From an optimization exercise on the open Yosys and OpenROAD flow, aimed at small area, a short achievable clock period and few clock cycles per item; shortcuts taken in it are not production practice.
Function was checked by simulation only, so behaviour that the tests miss may differ from the original.

==> v18: inputs <==
// life_generation_step_core
module life_generation_step_core (
   input  wire logic                                     clock,
   input  wire logic                                     reset,
   input  wire logic                                     req_valid,
   output logic                                          req_stall,
   input  wire logic [lgs_pkg::ROW_W-1:0]                req_row_bits,
   output logic                                          rsp_valid,
   input  wire logic                                     rsp_stall,
   output logic      [lgs_pkg::ROW_W-1:0]                rsp_next_row_bits,
   output logic      [lgs_pkg::IDX_W-1:0]                rsp_row_number,
   output logic                                          rsp_last_row,
   input  wire logic                                     csr_psel,
   input  wire logic                                     csr_penable,
   input  wire logic                                     csr_pwrite,
   input  wire logic [lgs_pkg::CSR_ADDR_W-1:0]           csr_paddr,
   input  wire logic [lgs_pkg::CSR_DATA_W-1:0]           csr_pwdata,
   output logic      [lgs_pkg::CSR_DATA_W-1:0]           csr_prdata,
   output logic                                          csr_pready
);
==> flow/config.mk <==
export PLATFORM = sky130hd
export DESIGN_NAME = life_generation_step_core
export DESIGN_NICKNAME = life_generation_step_core
export VERILOG_FILES = /design/flow/design.v
export SDC_FILE = /design/flow/constraint.sdc
export NUM_CORES = 4
export LEC_CHECK = 0
export CAP_MARGIN = 20
export CORE_MARGIN = 2
export CORE_UTILIZATION = 65
export CTS_CLUSTER_DIAMETER = 80
export CTS_CLUSTER_SIZE = 30
export PLACE_DENSITY = 0.75
export SETUP_SLACK_MARGIN = 3.8
export SLEW_MARGIN = 20
==> flow/constraint.sdc <==
create_clock -name core_clock -period 7.0 [get_ports {clock}]
set_input_delay 1.4000 -clock core_clock [delete_from_list [all_inputs] [get_ports {clock}]]
set_output_delay 1.4000 -clock core_clock [all_outputs]
set_load 0.01 [all_outputs]
run.sh (not shown) runs the stock make flow with config.mk's settings and CLKGATE_MAP_FILE= SYNTH_SCRIPT=/design/flow/synth_recipe.tcl, a recipe that flattens the netlist after the stock synthesis.
==> inputs of v25, as changes to v18 <==
--- a/flow/design.v
+++ b/flow/design.v
@@ -204,16 +204,16 @@
    assign d_gt2 = !d_ff[6] && (d_ff > 7'd2);
    always_comb begin
       here_n   = fire || (complete ? x_lo : x_es);
       qlast_n  = !csr_write && q_l;
       emlast_n = complete ? side1 : (fire ? y_em1 : emlast_ff);
       if (csr_write) begin
-         ldlast_n = (w_side == 7'd1);
+         ldlast_n = (csr_pwdata[6:1] == 6'd0);
          hit_n    = 1'b1;
-         fin_n    = (w_side > 7'd2);
-         tiny_n   = (w_side <= 7'd2);
+         fin_n    = !((csr_pwdata[6:2] == 5'd0) && !(csr_pwdata[1] && csr_pwdata[0]));
+         tiny_n   = (csr_pwdata[6:2] == 5'd0) && !(csr_pwdata[1] && csr_pwdata[0]);
       end else begin
          tiny_n = tiny_ff;
          if (accept) begin
             ldlast_n = ldlast_ff ? side1 : y_ld1;
             hit_n    = ldlast_ff ? x_qlo : 1'b1;
             fin_n    = !tiny_ff;
@@ -295,16 +295,12 @@
             em_slot_ff <= q_inc;
          end
          d_ff <= d_ff + 7'(fire) - 7'(accept);
       end
       here_ff   <= here_n;
       emlast_ff <= emlast_n;
-      if (fire) begin
-         out_row_ff  <= em_cnt_ff;
-         out_last_ff <= emlast_ff;
-      end
    end
    logic [W-1:0] in_row;
    always_comb begin
       in_row[0] = req_row_bits[0];
       for (int c = 1; c < W - 1; c++) begin
          in_row[c] = (6'(c - 1) == last_ff) ? req_row_bits[0] : req_row_bits[c];
@@ -316,18 +312,18 @@
    logic [W-1:0] seg2_ff  [2];
    logic [W-1:0] seg4_ff  [4];
    logic [W-1:0] seg8_ff  [8];
    logic [W-1:0] seg16_ff [16];
    logic [W-1:0] seg30_ff [30];
    logic [W-1:0] x1, x2, x4, x8, x16, x30;
-   assign x1  = seg_en_ff[0] ? seg1_ff[0]   : s0_ff;
-   assign x2  = seg_en_ff[1] ? seg2_ff[1]   : x1;
-   assign x4  = seg_en_ff[2] ? seg4_ff[3]   : x2;
-   assign x8  = seg_en_ff[3] ? seg8_ff[7]   : x4;
-   assign x16 = seg_en_ff[4] ? seg16_ff[15] : x8;
-   assign x30 = seg_en_ff[5] ? seg30_ff[29] : x16;
+   assign x1  = ~(seg_en_ff[0] ? seg1_ff[0]   : s0_ff);
+   assign x2  = ~(seg_en_ff[1] ? seg2_ff[1]   : x1);
+   assign x4  = ~(seg_en_ff[2] ? seg4_ff[3]   : x2);
+   assign x8  = ~(seg_en_ff[3] ? seg8_ff[7]   : x4);
+   assign x16 = ~(seg_en_ff[4] ? seg16_ff[15] : x8);
+   assign x30 = ~(seg_en_ff[5] ? seg30_ff[29] : x16);
    always_ff @(posedge clock) begin
       s0_ff <= wr ? in_row : b_ff;
       seg1_ff[0] <= s0_ff;
       seg2_ff[0] <= x1;
       for (int i = 1; i < 2; i++) seg2_ff[i] <= seg2_ff[i-1];
       seg4_ff[0] <= x2;
@@ -356,32 +352,35 @@
       for (int c = 0; c < W; c++) begin
          vs[c] = above[c] ^ here[c] ^ below[c];
          vc[c] = (above[c] & here[c]) | (above[c] & below[c]) | (here[c] & below[c]);
       end
       for (int c = 0; c < W; c++) begin
          int l, r;
-         logic [3:0] t;
-         logic ls, lc, rs, rc;
+         logic ls, lc, rs, rc, s1, k1, s2, k2, x, y;
          l = (c + W - 1) % W;
          r = (c + 1) % W;
          ls = vs[l];
          lc = vc[l];
          rs = vs[r];
          rc = vc[r];
          if (c == W - 2) begin
             rs = side63_ff ? vs[0] : vs[r];
             rc = side63_ff ? vc[0] : vc[r];
          end
-         t = {3'd0, ls} + {2'd0, lc, 1'b0} + {3'd0, vs[c]} + {2'd0, vc[c], 1'b0}
-           + {3'd0, rs} + {2'd0, rc, 1'b0};
-         next_row[c] = ((t == 4'd3) || (here[c] && (t == 4'd4))) && (6'(c) <= last_ff);
+         {k1, s1} = 2'(ls) + 2'(vs[c]) + 2'(rs);
+         {k2, s2} = 2'(lc) + 2'(vc[c]) + 2'(rc);
+         x = k1 ^ s2;
+         y = k2 ^ s2;
+         next_row[c] = (s1 ? (x & !k2) : (here[c] & !x & y)) && (6'(c) <= last_ff);
       end
    end
    always_ff @(posedge clock) begin
-      if (fire) begin
+      if (!out_v_ff || !rsp_stall) begin
          out_bits_ff <= next_row;
+         out_row_ff  <= em_cnt_ff;
+         out_last_ff <= emlast_ff;
       end
    end
    assign rsp_valid         = out_v_ff;
    assign rsp_next_row_bits = out_bits_ff;
    assign rsp_row_number    = out_row_ff;
    assign rsp_last_row      = out_last_ff;
==> flow/flow/run.sh (new file) <==
#!/bin/bash
# The standard layout (standard.sh, unchanged synthesis and steps), except that
# buffer_ports puts plain buf_2 cells on the ports instead of the delay cells it picks
# by default. make's full output goes to standard.log in this folder.
set -uo pipefail
export BUFFER_PORTS_ARGS="-buffer_cell sky130_fd_sc_hd__buf_2"
bash standard.sh > standard.log 2>&1
status=$?
tail -20 standard.log
exit $status
==> flow/standard.sh (new file) <==
#!/bin/bash
# synth_recipe.tcl (not shown) runs the flow's synth.tcl, then flattens the netlist and writes it again
# the make line also repeats each setting of config.mk as NAME=value (left out here)
make -C /OpenROAD-flow-scripts/flow DESIGN_CONFIG=/design/flow/config.mk WORK_HOME=/design/flow/orfs CLKGATE_MAP_FILE= SYNTH_SCRIPT=/design/flow/synth_recipe.tcl "${@:-finish}"
==> flow/config.mk (replaced) <==
export PLATFORM = sky130hd
export DESIGN_NAME = life_generation_step_core
export DESIGN_NICKNAME = life_generation_step_core
export VERILOG_FILES = /design/flow/design.v
export SDC_FILE = /design/flow/constraint.sdc
export NUM_CORES = 4
export LEC_CHECK = 0
export CAP_MARGIN = 20
export CORE_MARGIN = 2
export CORE_UTILIZATION = 70
export CTS_CLUSTER_DIAMETER = 80
export CTS_CLUSTER_SIZE = 30
export PLACE_DENSITY = 0.8
export SETUP_SLACK_MARGIN = 4.0
export SLEW_MARGIN = 20
removed: flow/run.sh
==> inputs of v19, as changes to v18 <==
--- a/flow/design.v
+++ b/flow/design.v
@@ -204,16 +204,16 @@
    assign d_gt2 = !d_ff[6] && (d_ff > 7'd2);
    always_comb begin
       here_n   = fire || (complete ? x_lo : x_es);
       qlast_n  = !csr_write && q_l;
       emlast_n = complete ? side1 : (fire ? y_em1 : emlast_ff);
       if (csr_write) begin
-         ldlast_n = (w_side == 7'd1);
+         ldlast_n = (csr_pwdata[6:1] == 6'd0);
          hit_n    = 1'b1;
-         fin_n    = (w_side > 7'd2);
-         tiny_n   = (w_side <= 7'd2);
+         fin_n    = !((csr_pwdata[6:2] == 5'd0) && !(csr_pwdata[1] && csr_pwdata[0]));
+         tiny_n   = (csr_pwdata[6:2] == 5'd0) && !(csr_pwdata[1] && csr_pwdata[0]);
       end else begin
          tiny_n = tiny_ff;
          if (accept) begin
             ldlast_n = ldlast_ff ? side1 : y_ld1;
             hit_n    = ldlast_ff ? x_qlo : 1'b1;
             fin_n    = !tiny_ff;
@@ -356,27 +356,28 @@
       for (int c = 0; c < W; c++) begin
          vs[c] = above[c] ^ here[c] ^ below[c];
          vc[c] = (above[c] & here[c]) | (above[c] & below[c]) | (here[c] & below[c]);
       end
       for (int c = 0; c < W; c++) begin
          int l, r;
-         logic [3:0] t;
-         logic ls, lc, rs, rc;
+         logic ls, lc, rs, rc, s1, k1, s2, k2, x, y;
          l = (c + W - 1) % W;
          r = (c + 1) % W;
          ls = vs[l];
          lc = vc[l];
          rs = vs[r];
          rc = vc[r];
          if (c == W - 2) begin
             rs = side63_ff ? vs[0] : vs[r];
             rc = side63_ff ? vc[0] : vc[r];
          end
-         t = {3'd0, ls} + {2'd0, lc, 1'b0} + {3'd0, vs[c]} + {2'd0, vc[c], 1'b0}
-           + {3'd0, rs} + {2'd0, rc, 1'b0};
-         next_row[c] = ((t == 4'd3) || (here[c] && (t == 4'd4))) && (6'(c) <= last_ff);
+         {k1, s1} = 2'(ls) + 2'(vs[c]) + 2'(rs);
+         {k2, s2} = 2'(lc) + 2'(vc[c]) + 2'(rc);
+         x = k1 ^ s2;
+         y = k2 ^ s2;
+         next_row[c] = (s1 ? (x & !k2) : (here[c] & !x & y)) && (6'(c) <= last_ff);
       end
    end
    always_ff @(posedge clock) begin
       if (fire) begin
          out_bits_ff <= next_row;
       end
==> flow/flow/run.sh (new file) <==
#!/bin/bash
# The standard layout (standard.sh, unchanged synthesis and steps), except that
# buffer_ports puts plain buf_2 cells on the ports instead of the delay cells it picks
# by default. make's full output goes to standard.log in this folder.
set -uo pipefail
export BUFFER_PORTS_ARGS="-buffer_cell sky130_fd_sc_hd__buf_2"
bash standard.sh > standard.log 2>&1
status=$?
tail -20 standard.log
exit $status
==> flow/standard.sh (new file) <==
#!/bin/bash
# synth_recipe.tcl (not shown) runs the flow's synth.tcl, then flattens the netlist and writes it again
# the make line also repeats each setting of config.mk as NAME=value (left out here)
make -C /OpenROAD-flow-scripts/flow DESIGN_CONFIG=/design/flow/config.mk WORK_HOME=/design/flow/orfs CLKGATE_MAP_FILE= SYNTH_SCRIPT=/design/flow/synth_recipe.tcl "${@:-finish}"
removed: flow/run.sh
==> flow_summary.yaml <==
final_layout:
  final_nets: 7204
  sh_seq_area: 0.771
clocking:
  cts.clk_slew.worst_paths_ps: 100
run_status:
  status: "complete, no violations"
placement:
  dp_worst_setup_slack_ps: 2530
detailed_routing:
  wl_per_cell_um: 21.7
synthesis:
  ys_types: 79
That was v25.
==> flow_summary.yaml <==
run_status:
  status: "complete, no violations"
synthesis:
  ys_types: 75
final_layout:
  sh_seq_area: 0.771
detailed_routing:
  wl_per_cell_um: 19.7
placement:
  dp_worst_setup_slack_ps: 2930
That was v19.
==> flow_summary.yaml <==
run_status:
  status: "complete, no violations"
placement:
  dp_worst_setup_slack_ps: 2000
detailed_routing:
  wl_per_cell_um: 20.0
clocking:
  cts.clk_slew.worst_paths_ps: 100
synthesis:
  ys_types: 75
final_layout:
  final_nets: 7317
That was v18.
Testbench counts of v18, summed over its fixed seeds: cycles 4,692, rows 3,301.
Testbench counts of v25, summed over its fixed seeds: cycles 4,692, rows 3,301.
Testbench counts of v19, summed over its fixed seeds: cycles 4,692, rows 3,301.

re-timing with driven ports:
How much do the figures lean on ideal ports? The routed layouts below were timed once more, with nothing changed but the port constraints.
Step 1: set_driving_cell puts a clkbuf_16 on clock and a buf_2 on each other input, an assumption about the parent block.
Step 2 moves the port delays by t, midway between the first and last clock arrival at a register: inputs arrive t later, outputs are due t later. That takes back most of the time a late clock gives input paths.
Three values: no drivers, after step 1, after step 2; two values: the first two.
| run | shift t [ns] | slack for setup (ns) | worst register clock-pin slew, ns |
|---|---|---|---|
| v18 | 0.886 | 3.715 / 3.691 / 3.022 | 0.11 / 0.11 |
| v25 | 0.893 | 3.778 / 3.672 / 3.101 | 0.12 / 0.12 |
| v19 | 0.882 | 3.757 / 3.712 / 3.002 | 0.11 / 0.11 |
After both steps every run listed still meets setup and hold. The setup slack of v19, which loses most, moves by -0.045 ns with the drivers and by -0.755 ns with both steps.
